This is an optimization exercise on Yosys and OpenROAD, whose aim is small area and a short achievable clock period, not a production implementation. At most, simulation tests tie the RTL to the original design; equivalence was not proved. Power and IR drop assume default switching activity.

==> v18 <==
==> flow/design.v <==
package cpu_pkg;
  typedef logic [32-1:0] cpuWord;
  typedef logic [5-1:0] regIndex;
  typedef logic [16-1:0] immValue;
  typedef enum logic [2:0] {
    ALU_ADD = 3'd0,
    ALU_SUB = 3'd1,
    ALU_XOR = 3'd2,
    ALU_AND = 3'd3,
    ALU_OR  = 3'd4
  } aluOp;
endpackage
`timescale 1ns/1ps
module rfAoi2 (
  input  logic a0, b0, a1, b1,
  output logic y
);
  assign y = ~((a0 & b0) | (a1 & b1));
endmodule
module rfNand3b (
  input  logic aN, b, c,
  output logic y
);
  assign y = ~(~aN & b & c);
endmodule
module rfNor2b (
  input  logic a, bN,
  output logic y
);
  assign y = ~(a | ~bN);
endmodule
module rfNand2 (
  input  logic a, b,
  output logic y
);
  assign y = ~(a & b);
endmodule
module rfNand3 (
  input  logic a, b, c,
  output logic y
);
  assign y = ~(a & b & c);
endmodule
module rfNand4 (
  input  logic a, b, c, d,
  output logic y
);
  assign y = ~(a & b & c & d);
endmodule
module rfNor3 (
  input  logic a, b, c,
  output logic y
);
  assign y = ~(a | b | c);
endmodule
module rfMux2i (
  input  logic s, d0, d1,
  output logic y
);
  assign y = ~(s ? d1 : d0);
endmodule
module rfNor2 (
  input  logic a, b,
  output logic y
);
  assign y = ~(a | b);
endmodule
module rfAoi21 (
  input  logic a, b, c,
  output logic y
);
  assign y = ~((a & b) | c);
endmodule
module rfOai21 (
  input  logic a, b, c,
  output logic y
);
  assign y = ~((a | b) & c);
endmodule
module rfXor2 (
  input  logic a, b,
  output logic y
);
  assign y = a ^ b;
endmodule
module rfOr8 (
  input  logic [7:0] sel,
  input  logic [7:0] data,
  output logic       y
);
  assign y = |(sel & data);
endmodule
module rfReadBit (
  input  logic [32-1:1] sel,
  input  logic [32-1:1] data,
  output logic                      value
);
  logic [3:0]  o;
  logic [1:0]  q;
  for (genvar g = 0; g < 4; g++) begin : c8
    rfOr8 u (
      .sel  ({sel[8*g+7:8*g+1], g == 0 ? 1'b0 : sel[8*g]}),
      .data ({data[8*g+7:8*g+1], g == 0 ? 1'b0 : data[8*g]}),
      .y    (o[g])
    );
  end
  rfNor2  c2a (.a (o[0]), .b (o[1]), .y (q[0]));
  rfNor2  c2b (.a (o[2]), .b (o[3]), .y (q[1]));
  rfNand2 c1  (.a (q[0]), .b (q[1]), .y (value));
endmodule
module regFile (
  input  logic                        clk,
  input  logic [32-1:1]   rdSelA,
  input  logic [32-1:1]   rdSelB,
  output cpu_pkg::cpuWord             rdDataA,
  output cpu_pkg::cpuWord             rdDataB,
  input  logic                        wrEnable,
  input  cpu_pkg::regIndex            wrAddr,
  input  cpu_pkg::cpuWord             wrData
);
  cpu_pkg::cpuWord regs [1:32-1];
  for (genvar j = 0; j < 32; j++) begin : rd
    logic [32-1:1] column;
    for (genvar i = 1; i < 32; i++) begin : col
      assign column[i] = regs[i][j];
    end
    rfReadBit portA (.sel (rdSelA), .data (column), .value (rdDataA[j]));
    rfReadBit portB (.sel (rdSelB), .data (column), .value (rdDataB[j]));
  end
  always_ff @(posedge clk) begin
    for (int i = 1; i < 32; i++) begin
      if (wrEnable && (wrAddr == i[5-1:0])) begin
        regs[i] <= wrData;
      end
    end
  end
endmodule
`timescale 1ns/1ps
module decodeStage (
  input  logic              clk,
  input  logic              reset,
  input  cpu_pkg::cpuWord   instr,
  input  logic              wbEnable,
  input  cpu_pkg::regIndex  wbReg,
  input  cpu_pkg::cpuWord   wbData,
  output cpu_pkg::cpuWord   execOpA,
  output cpu_pkg::cpuWord   execOpBN,
  output logic              execGen0,
  output logic              execCarryIn,
  output logic              execArith,
  output logic              execAnd,
  output logic              execOr,
  output cpu_pkg::cpuWord   execStoreValue,
  output cpu_pkg::regIndex  execDestReg,
  output logic              execWritesReg,
  output logic              execIsLoad,
  output logic              execIsStore
);
  logic [5:0] opcode;
  logic [5:0] funct;
  cpu_pkg::regIndex rs;
  cpu_pkg::regIndex rt;
  cpu_pkg::regIndex rd;
  logic isR;
  logic decWrites;
  logic decLoad;
  logic decStore;
  logic decSub;
  logic decAnd;
  logic decOr;
  logic decArith;
  logic [32-1:1] decSelA;
  logic [32-1:1] decSelB;
  logic [32-1:1] selA;
  logic [32-1:1] selB;
  cpu_pkg::immValue imm;
  cpu_pkg::regIndex destReg;
  logic useImm;
  logic subOp;
  logic andOp;
  logic orOp;
  logic arithOp;
  logic writesReg;
  logic isLoad;
  logic isStore;
  cpu_pkg::cpuWord rsValue;
  cpu_pkg::cpuWord rtValue;
  cpu_pkg::cpuWord opBN;
  assign opcode = instr[31:26];
  assign rs     = instr[25:21];
  assign rt     = instr[20:16];
  assign rd     = instr[15:11];
  assign funct  = instr[5:0];
  assign isR    = (opcode == 6'b000000);
  always_comb begin
    decWrites = 1'b0;
    decLoad   = 1'b0;
    decStore  = 1'b0;
    decSub    = 1'b0;
    decAnd    = 1'b0;
    decOr     = 1'b0;
    decArith  = 1'b0;
    case (opcode)
      6'b000000: begin
        case (funct)
          6'b000011: begin decWrites = 1'b1; decArith = 1'b1; end
          6'b000010: begin decWrites = 1'b1; decArith = 1'b1; decSub = 1'b1; end
          6'b000001: decWrites = 1'b1;
          6'b000111: begin decWrites = 1'b1; decAnd = 1'b1; end
          6'b000100:  begin decWrites = 1'b1; decOr = 1'b1; end
          default: decWrites = 1'b0;
        endcase
      end
      6'b000011: begin decWrites = 1'b1; decArith = 1'b1; end
      6'b000010: begin decWrites = 1'b1; decArith = 1'b1; decSub = 1'b1; end
      6'b000001: decWrites = 1'b1;
      6'b001111: begin decWrites = 1'b1; decAnd = 1'b1; end
      6'b001100:  begin decWrites = 1'b1; decOr = 1'b1; end
      6'b011110: begin decWrites = 1'b1; decLoad = 1'b1; decArith = 1'b1; end
      6'b011111: begin decStore = 1'b1; decArith = 1'b1; end
      default: ;
    endcase
    for (int i = 1; i < 32; i++) begin
      decSelA[i] = (rs == i[5-1:0]);
      decSelB[i] = (rt == i[5-1:0]);
    end
  end
  always_ff @(posedge clk) begin
    selA    <= decSelA;
    selB    <= decSelB;
    imm     <= instr[15:0];
    destReg <= isR ? rd : rt;
    useImm  <= !isR;
    subOp   <= decSub;
    andOp   <= decAnd;
    orOp    <= decOr;
    arithOp <= decArith;
    isLoad  <= decLoad;
    if (reset) begin
      writesReg <= 1'b0;
      isStore   <= 1'b0;
    end else begin
      writesReg <= decWrites;
      isStore   <= decStore;
    end
  end
  regFile regs (
    .clk      (clk),
    .rdSelA   (selA),
    .rdSelB   (selB),
    .rdDataA  (rsValue),
    .rdDataB  (rtValue),
    .wrEnable (wbEnable),
    .wrAddr   (wbReg),
    .wrData   (wbData)
  );
  for (genvar j = 0; j < 32; j++) begin : opb
    localparam int IB = (j < 16) ? j : 16 - 1;
    logic bAt0, bAt1;
    assign bAt0 = useImm ? (imm[IB] ^ subOp) : subOp;
    assign bAt1 = useImm ? (imm[IB] ^ subOp) : !subOp;
    rfMux2i mb (.s (rtValue[j]), .d0 (bAt0), .d1 (bAt1), .y (opBN[j]));
  end
  always_ff @(posedge clk) begin
    execOpA        <= rsValue;
    execOpBN       <= opBN;
    execGen0       <= arithOp & ((rsValue[0] & !opBN[0]) | ((rsValue[0] | !opBN[0]) & subOp));
    execCarryIn    <= subOp;
    execArith      <= arithOp;
    execAnd        <= andOp;
    execOr         <= orOp;
    execStoreValue <= rtValue;
    execDestReg    <= destReg;
    execIsLoad     <= isLoad;
    if (reset) begin
      execWritesReg <= 1'b0;
      execIsStore   <= 1'b0;
    end else begin
      execWritesReg <= writesReg;
      execIsStore   <= isStore;
    end
  end
endmodule
`timescale 1ns/1ps
module executeStage (
  input  logic              clk,
  input  logic              reset,
  input  cpu_pkg::cpuWord   execOpA,
  input  cpu_pkg::cpuWord   execOpBN,
  input  logic              execGen0,
  input  logic              execCarryIn,
  input  logic              execArith,
  input  logic              execAnd,
  input  logic              execOr,
  input  cpu_pkg::cpuWord   execStoreValue,
  input  cpu_pkg::regIndex  execDestReg,
  input  logic              execWritesReg,
  input  logic              execIsLoad,
  input  logic              execIsStore,
  output cpu_pkg::cpuWord   dataAddr,
  output cpu_pkg::cpuWord   storeData,
  output logic              storeEnable,
  input  cpu_pkg::cpuWord   loadData,
  output logic              wbEnable,
  output cpu_pkg::regIndex  wbReg,
  output cpu_pkg::cpuWord   wbData
);
  localparam int W = 32;
  cpu_pkg::cpuWord gen;
  cpu_pkg::cpuWord prop;
  cpu_pkg::cpuWord half;
  cpu_pkg::cpuWord carry;
  cpu_pkg::cpuWord aluResult;
  logic [W-1:0] pg [0:5];
  logic [W-1:0] pp [0:5];
  cpu_pkg::cpuWord memResult;
  cpu_pkg::cpuWord memStoreValue;
  cpu_pkg::regIndex memDest;
  logic memStore;
  logic memLoad;
  logic memWrites;
  for (genvar i = 0; i < W; i++) begin : pgen
    if (i == 0) begin : g0
      assign gen[i] = !execGen0;
    end else begin : gi
      rfNand3b g (.aN (execOpBN[i]), .b (execOpA[i]), .c (execArith), .y (gen[i]));
    end
    rfNor2b p (.a (execOpA[i]), .bN (execOpBN[i]), .y (prop[i]));
    assign half[i] = execAnd ? (execOpA[i] & !execOpBN[i])
                   : execOr  ? (execOpA[i] | !execOpBN[i])
                   : (execOpA[i] ^ !execOpBN[i]);
  end
  assign pg[0] = gen;
  assign pp[0] = prop;
  for (genvar l = 0; l < 5; l++) begin : lvl
    for (genvar i = 0; i < W; i++) begin : b
      if (i >= (1 << l)) begin : node
        if (l % 2 == 1) begin : ninv
          rfAoi21 g (.a (pp[l][i]), .b (pg[l][i - (1 << l)]), .c (pg[l][i]), .y (pg[l+1][i]));
          rfNand2 p (.a (pp[l][i]), .b (pp[l][i - (1 << l)]), .y (pp[l+1][i]));
        end else begin : ntru
          rfOai21 g (.a (pp[l][i]), .b (pg[l][i - (1 << l)]), .c (pg[l][i]), .y (pg[l+1][i]));
          rfNor2  p (.a (pp[l][i]), .b (pp[l][i - (1 << l)]), .y (pp[l+1][i]));
        end
      end else begin : pass
        assign pg[l+1][i] = ~pg[l][i];
        assign pp[l+1][i] = ~pp[l][i];
      end
    end
  end
  assign carry[0] = execCarryIn;
  assign carry[W-1:1] = pg[5][W-2:0];
  for (genvar i = 0; i < W; i++) begin : sum
    rfXor2 x (.a (half[i]), .b (carry[i]), .y (aluResult[i]));
  end
  always_ff @(posedge clk) begin
    memResult     <= aluResult;
    memStoreValue <= execStoreValue;
    memDest       <= execDestReg;
    memLoad       <= execIsLoad;
    if (reset) begin
      memStore  <= 1'b0;
      memWrites <= 1'b0;
    end else begin
      memStore  <= execIsStore;
      memWrites <= execWritesReg;
    end
  end
  assign dataAddr    = memResult;
  assign storeData   = memStoreValue;
  assign storeEnable = memStore;
  assign wbEnable = memWrites;
  assign wbReg    = memDest;
  assign wbData   = memLoad ? loadData : memResult;
endmodule
`timescale 1ns/1ps
module pipeCpu (
  input  logic        clk,
  input  logic        reset,
  input  logic [31:0] instr,
  input  logic [31:0] loadData,
  output logic [31:0] dataAddr,
  output logic [31:0] storeData,
  output logic        storeEnable
);
  logic             wbEnable;
  cpu_pkg::regIndex wbReg;
  cpu_pkg::cpuWord  wbData;
  cpu_pkg::cpuWord  execOpA;
  cpu_pkg::cpuWord  execOpBN;
  logic             execGen0;
  logic             execCarryIn;
  logic             execArith;
  logic             execAnd;
  logic             execOr;
  cpu_pkg::cpuWord  execStoreValue;
  cpu_pkg::regIndex execDestReg;
  logic             execWritesReg;
  logic             execIsLoad;
  logic             execIsStore;
  decodeStage decode (
    .clk            (clk),
    .reset          (reset),
    .instr          (instr),
    .wbEnable       (wbEnable),
    .wbReg          (wbReg),
    .wbData         (wbData),
    .execOpA        (execOpA),
    .execOpBN       (execOpBN),
    .execGen0       (execGen0),
    .execCarryIn    (execCarryIn),
    .execArith      (execArith),
    .execAnd        (execAnd),
    .execOr         (execOr),
    .execStoreValue (execStoreValue),
    .execDestReg    (execDestReg),
    .execWritesReg  (execWritesReg),
    .execIsLoad     (execIsLoad),
    .execIsStore    (execIsStore)
  );
  executeStage execute (
    .clk            (clk),
    .reset          (reset),
    .execOpA        (execOpA),
    .execOpBN       (execOpBN),
    .execGen0       (execGen0),
    .execCarryIn    (execCarryIn),
    .execArith      (execArith),
    .execAnd        (execAnd),
    .execOr         (execOr),
    .execStoreValue (execStoreValue),
    .execDestReg    (execDestReg),
    .execWritesReg  (execWritesReg),
    .execIsLoad     (execIsLoad),
    .execIsStore    (execIsStore),
    .dataAddr       (dataAddr),
    .storeData      (storeData),
    .storeEnable    (storeEnable),
    .loadData       (loadData),
    .wbEnable       (wbEnable),
    .wbReg          (wbReg),
    .wbData         (wbData)
  );
endmodule
==> flow/run.sh <==
#!/bin/bash
# synth_recipe.tcl (not shown) runs the flow's synth.tcl, then flattens the netlist and writes it again
# the make line also repeats each setting of config.mk as NAME=value (left out here)
make -C /OpenROAD-flow-scripts/flow DESIGN_CONFIG=/design/flow/config.mk WORK_HOME=/design/flow/orfs CLKGATE_MAP_FILE= SYNTH_SCRIPT=/design/flow/synth_recipe.tcl finish
==> flow/config.mk <==
export PLATFORM = sky130hd
export DESIGN_NAME = pipeCpu
export DESIGN_NICKNAME = pipeCpu
export VERILOG_FILES = /design/flow/design.v
export SDC_FILE = /design/flow/constraint.sdc
export NUM_CORES = 4
export LEC_CHECK = 0
export CAP_MARGIN = 20
export CORE_MARGIN = 2
export CORE_UTILIZATION = 40
export CTS_CLUSTER_DIAMETER = 100
export CTS_CLUSTER_SIZE = 20
export SETUP_SLACK_MARGIN = 2.5
export SLEW_MARGIN = 20
export SYNTH_HIERARCHICAL = 1
==> flow/constraint.sdc <==
create_clock -name core_clock -period 4.5 [get_ports {clk}]
set_input_delay 0.9000 -clock core_clock [delete_from_list [all_inputs] [get_ports {clk}]]
set_output_delay 0.9000 -clock core_clock [all_outputs]
set_load 0.01 [all_outputs]
==> v28 (differences from v18) <==
--- a/flow/design.v
+++ b/flow/design.v
@@ -91,4 +91,11 @@
   assign y = |(sel & data);
 endmodule
+module rfOr7 (
+  input  logic [6:0] sel,
+  input  logic [6:0] data,
+  output logic       y
+);
+  assign y = |(sel & data);
+endmodule
 module rfReadBit (
   input  logic [32-1:1] sel,
@@ -98,10 +105,7 @@
   logic [3:0]  o;
   logic [1:0]  q;
-  for (genvar g = 0; g < 4; g++) begin : c8
-    rfOr8 u (
-      .sel  ({sel[8*g+7:8*g+1], g == 0 ? 1'b0 : sel[8*g]}),
-      .data ({data[8*g+7:8*g+1], g == 0 ? 1'b0 : data[8*g]}),
-      .y    (o[g])
-    );
+  rfOr7 u0 (.sel (sel[7:1]), .data (data[7:1]), .y (o[0]));
+  for (genvar g = 1; g < 4; g++) begin : c8
+    rfOr8 u (.sel (sel[8*g+7:8*g]), .data (data[8*g+7:8*g]), .y (o[g]));
   end
   rfNor2  c2a (.a (o[0]), .b (o[1]), .y (q[0]));
@@ -327,6 +331,6 @@
     end
     rfNor2b p (.a (execOpA[i]), .bN (execOpBN[i]), .y (prop[i]));
-    assign half[i] = execAnd ? (execOpA[i] & !execOpBN[i])
-                   : execOr  ? (execOpA[i] | !execOpBN[i])
+    assign half[i] = execAnd ? (execOpA[i] & (!execOpBN[i] & execAnd))
+                   : execOr  ? (execOpA[i] | (!execOpBN[i] & execOr))
                    : (execOpA[i] ^ !execOpBN[i]);
   end
--- a/flow/config.mk
+++ b/flow/config.mk
@@ -8,7 +8,8 @@
 export CAP_MARGIN = 20
 export CORE_MARGIN = 2
-export CORE_UTILIZATION = 40
+export CORE_UTILIZATION = 60
 export CTS_CLUSTER_DIAMETER = 100
 export CTS_CLUSTER_SIZE = 20
+export PLACE_DENSITY = 0.75
 export SETUP_SLACK_MARGIN = 2.5
 export SLEW_MARGIN = 20
==> v15 (differences from v18) <==
==> flow/design.v, changed modules only <==
module regFile (
  input  logic                        clk,
  input  logic [32-1:1]   rdSelA,
  input  logic [32-1:1]   rdSelB,
  output cpu_pkg::cpuWord             rdDataA,
  output cpu_pkg::cpuWord             rdDataB,
  input  logic                        wrEnable,
  input  cpu_pkg::regIndex            wrAddr,
  input  cpu_pkg::cpuWord             wrData
);
  cpu_pkg::cpuWord regs [1:32-1];
  always_comb begin
    rdDataA = '0;
    rdDataB = '0;
    for (int i = 1; i < 32; i++) begin
      rdDataA = rdDataA | ({32{rdSelA[i]}} & regs[i]);
      rdDataB = rdDataB | ({32{rdSelB[i]}} & regs[i]);
    end
  end
  always_ff @(posedge clk) begin
    for (int i = 1; i < 32; i++) begin
      if (wrEnable && (wrAddr == i[5-1:0])) begin
        regs[i] <= wrData;
      end
    end
  end
endmodule
module decodeStage (
  input  logic              clk,
  input  logic              reset,
  input  cpu_pkg::cpuWord   instr,
  input  logic              wbEnable,
  input  cpu_pkg::regIndex  wbReg,
  input  cpu_pkg::cpuWord   wbData,
  output cpu_pkg::cpuWord   execOpA,
  output cpu_pkg::cpuWord   execOpB,
  output logic              execCarryIn,
  output cpu_pkg::cpuWord   execStoreValue,
  output cpu_pkg::regIndex  execDestReg,
  output logic              execWritesReg,
  output logic              execIsLoad,
  output logic              execIsStore
);
  logic [5:0] opcode;
  logic [5:0] funct;
  cpu_pkg::regIndex rs;
  cpu_pkg::regIndex rt;
  cpu_pkg::regIndex rd;
  logic isR;
  logic decWrites;
  logic decLoad;
  logic decStore;
  logic decUseImm;
  logic decSub;
  logic decAnd;
  logic decOr;
  logic decArith;
  logic [32-1:1] decSelA;
  logic [32-1:1] decSelB;
  logic [32-1:1] selA;
  logic [32-1:1] selB;
  cpu_pkg::immValue imm;
  cpu_pkg::regIndex destReg;
  logic useImm;
  logic subOp;
  logic andOp;
  logic orOp;
  logic arithOp;
  logic writesReg;
  logic isLoad;
  logic isStore;
  cpu_pkg::cpuWord rsValue;
  cpu_pkg::cpuWord rtValue;
  cpu_pkg::cpuWord opB;
  cpu_pkg::cpuWord opBx;
  assign opcode = instr[31:26];
  assign rs     = instr[25:21];
  assign rt     = instr[20:16];
  assign rd     = instr[15:11];
  assign funct  = instr[5:0];
  assign isR    = (opcode == 6'b000000);
  always_comb begin
    decWrites = 1'b0;
    decLoad   = 1'b0;
    decStore  = 1'b0;
    decSub    = 1'b0;
    decAnd    = 1'b0;
    decOr     = 1'b0;
    decArith  = 1'b0;
    case (opcode)
      6'b000000: begin
        case (funct)
          6'b000011: begin decWrites = 1'b1; decArith = 1'b1; end
          6'b000010: begin decWrites = 1'b1; decArith = 1'b1; decSub = 1'b1; end
          6'b000001: decWrites = 1'b1;
          6'b000111: begin decWrites = 1'b1; decAnd = 1'b1; end
          6'b000100:  begin decWrites = 1'b1; decOr = 1'b1; end
          default: decWrites = 1'b0;
        endcase
      end
      6'b000011: begin decWrites = 1'b1; decArith = 1'b1; end
      6'b000010: begin decWrites = 1'b1; decArith = 1'b1; decSub = 1'b1; end
      6'b000001: decWrites = 1'b1;
      6'b001111: begin decWrites = 1'b1; decAnd = 1'b1; end
      6'b001100:  begin decWrites = 1'b1; decOr = 1'b1; end
      6'b011110: begin decWrites = 1'b1; decLoad = 1'b1; decArith = 1'b1; end
      6'b011111: begin decStore = 1'b1; decArith = 1'b1; end
      default: ;
    endcase
    decUseImm = !isR;
    for (int i = 1; i < 32; i++) begin
      decSelA[i] = (rs == i[5-1:0]);
      decSelB[i] = (rt == i[5-1:0]);
    end
  end
  always_ff @(posedge clk) begin
    selA    <= decSelA;
    selB    <= decSelB;
    imm     <= instr[15:0];
    destReg <= isR ? rd : rt;
    useImm  <= decUseImm;
    subOp   <= decSub;
    andOp   <= decAnd;
    orOp    <= decOr;
    arithOp <= decArith;
    isLoad  <= decLoad;
    if (reset) begin
      writesReg <= 1'b0;
      isStore   <= 1'b0;
    end else begin
      writesReg <= decWrites;
      isStore   <= decStore;
    end
  end
  regFile regs (
    .clk      (clk),
    .rdSelA   (selA),
    .rdSelB   (selB),
    .rdDataA  (rsValue),
    .rdDataB  (rtValue),
    .wrEnable (wbEnable),
    .wrAddr   (wbReg),
    .wrData   (wbData)
  );
  assign opB  = useImm ? {{(32-16){imm[16-1]}}, imm} : rtValue;
  assign opBx = opB ^ {32{subOp}};
  always_ff @(posedge clk) begin
    execOpA        <= andOp ? (rsValue & opB) : orOp ? (rsValue | opB) : (rsValue ^ opBx);
    execOpB        <= arithOp ? (rsValue & opBx) : '0;
    execCarryIn    <= subOp;
    execStoreValue <= rtValue;
    execDestReg    <= destReg;
    execIsLoad     <= isLoad;
    if (reset) begin
      execWritesReg <= 1'b0;
      execIsStore   <= 1'b0;
    end else begin
      execWritesReg <= writesReg;
      execIsStore   <= isStore;
    end
  end
endmodule
module executeStage (
  input  logic              clk,
  input  logic              reset,
  input  cpu_pkg::cpuWord   execOpA,
  input  cpu_pkg::cpuWord   execOpB,
  input  logic              execCarryIn,
  input  cpu_pkg::cpuWord   execStoreValue,
  input  cpu_pkg::regIndex  execDestReg,
  input  logic              execWritesReg,
  input  logic              execIsLoad,
  input  logic              execIsStore,
  output cpu_pkg::cpuWord   dataAddr,
  output cpu_pkg::cpuWord   storeData,
  output logic              storeEnable,
  input  cpu_pkg::cpuWord   loadData,
  output logic              wbEnable,
  output cpu_pkg::regIndex  wbReg,
  output cpu_pkg::cpuWord   wbData
);
  cpu_pkg::cpuWord aluResult;
  cpu_pkg::cpuWord memResult;
  cpu_pkg::cpuWord memStoreValue;
  cpu_pkg::regIndex memDest;
  logic memStore;
  logic memLoad;
  logic memWrites;
  assign aluResult = execOpA + {execOpB[32-2:0], execCarryIn};
  always_ff @(posedge clk) begin
    memResult     <= aluResult;
    memStoreValue <= execStoreValue;
    memDest       <= execDestReg;
    memLoad       <= execIsLoad;
    if (reset) begin
      memStore  <= 1'b0;
      memWrites <= 1'b0;
    end else begin
      memStore  <= execIsStore;
      memWrites <= execWritesReg;
    end
  end
  assign dataAddr    = memResult;
  assign storeData   = memStoreValue;
  assign storeEnable = memStore;
  assign wbEnable = memWrites;
  assign wbReg    = memDest;
  assign wbData   = memLoad ? loadData : memResult;
endmodule
module pipeCpu (
  input  logic        clk,
  input  logic        reset,
  input  logic [31:0] instr,
  input  logic [31:0] loadData,
  output logic [31:0] dataAddr,
  output logic [31:0] storeData,
  output logic        storeEnable
);
  logic             wbEnable;
  cpu_pkg::regIndex wbReg;
  cpu_pkg::cpuWord  wbData;
  cpu_pkg::cpuWord  execOpA;
  cpu_pkg::cpuWord  execOpB;
  logic             execCarryIn;
  cpu_pkg::cpuWord  execStoreValue;
  cpu_pkg::regIndex execDestReg;
  logic             execWritesReg;
  logic             execIsLoad;
  logic             execIsStore;
  decodeStage decode (
    .clk            (clk),
    .reset          (reset),
    .instr          (instr),
    .wbEnable       (wbEnable),
    .wbReg          (wbReg),
    .wbData         (wbData),
    .execOpA        (execOpA),
    .execOpB        (execOpB),
    .execCarryIn    (execCarryIn),
    .execStoreValue (execStoreValue),
    .execDestReg    (execDestReg),
    .execWritesReg  (execWritesReg),
    .execIsLoad     (execIsLoad),
    .execIsStore    (execIsStore)
  );
  executeStage execute (
    .clk            (clk),
    .reset          (reset),
    .execOpA        (execOpA),
    .execOpB        (execOpB),
    .execCarryIn    (execCarryIn),
    .execStoreValue (execStoreValue),
    .execDestReg    (execDestReg),
    .execWritesReg  (execWritesReg),
    .execIsLoad     (execIsLoad),
    .execIsStore    (execIsStore),
    .dataAddr       (dataAddr),
    .storeData      (storeData),
    .storeEnable    (storeEnable),
    .loadData       (loadData),
    .wbEnable       (wbEnable),
    .wbReg          (wbReg),
    .wbData         (wbData)
  );
endmodule
// module rfAoi2 removed
// module rfNand3b removed
// module rfNor2b removed
// module rfNand2 removed
// module rfNand3 removed
// module rfNand4 removed
// module rfNor3 removed
// module rfMux2i removed
// module rfNor2 removed
// module rfAoi21 removed
// module rfOai21 removed
// module rfXor2 removed
// module rfOr8 removed
// module rfReadBit removed
--- a/flow/config.mk
+++ b/flow/config.mk
@@ -9,7 +9,3 @@
 export CORE_MARGIN = 2
 export CORE_UTILIZATION = 40
-export CTS_CLUSTER_DIAMETER = 100
-export CTS_CLUSTER_SIZE = 20
-export SETUP_SLACK_MARGIN = 2.5
 export SLEW_MARGIN = 20
-export SYNTH_HIERARCHICAL = 1
==> notes <==
- v18 finished clean. v15 went through all stages and came out clean. v28 finished clean.
- First-iteration DRC count, lowest first: v18, v28, v15.
- Setup slack, highest first: v28, v18, v15.
- Synthesized area: v18 > v28 > v15.
- Die area, lowest first: v28, v15, v18.
- The lowest cell count belongs to v28, the highest to v18.
- Clock power: v28 < v18 < v15.
- Against v15, the register-to-register slack of v18 is better by 1.6 ns.
- The lowest clock-buffer cell count belongs to v18, the highest to v15.
- Between v18 and v28, the lower combinational power is in v28 (gap 24%, measured against v28).
For v15, only the layout was checked, not whether the RTL still works.

[static timing again, ports no longer ideal]
Ports are ideal in the flow. The routed layouts listed here were re-timed in OpenROAD. Step 1 assumes that a clkbuf_16 drives the clock port and a buf_2 every other input. Step 2 also shifts input and output timing later by t, the mid clock arrival at the registers, as if the neighbouring blocks saw the same clock. Slacks: ideal / step 1 / step 2; pairs: ideal / step 1.
run	t, ns	setup WS [ns]	worst hold slack (ns)	worst setup path after step 2	worst slew at a driven data input, ns
v18	0.755	2.355 / 2.273 / 1.881	0.326 / 0.326 / 0.326	input to register	0.04
v28	0.724	2.416 / 2.347 / 1.896	0.326 / 0.326 / 0.326	input to register	0.06
v15	0.850	0.855 / 0.855 / 0.855	0.317 / 0.317 / 0.317	register to register	0.06
After both steps setup and hold are still met in every run listed. For v28, which loses most, drivers alone change the setup slack by -0.069 ns; drivers and shift together by -0.520 ns.
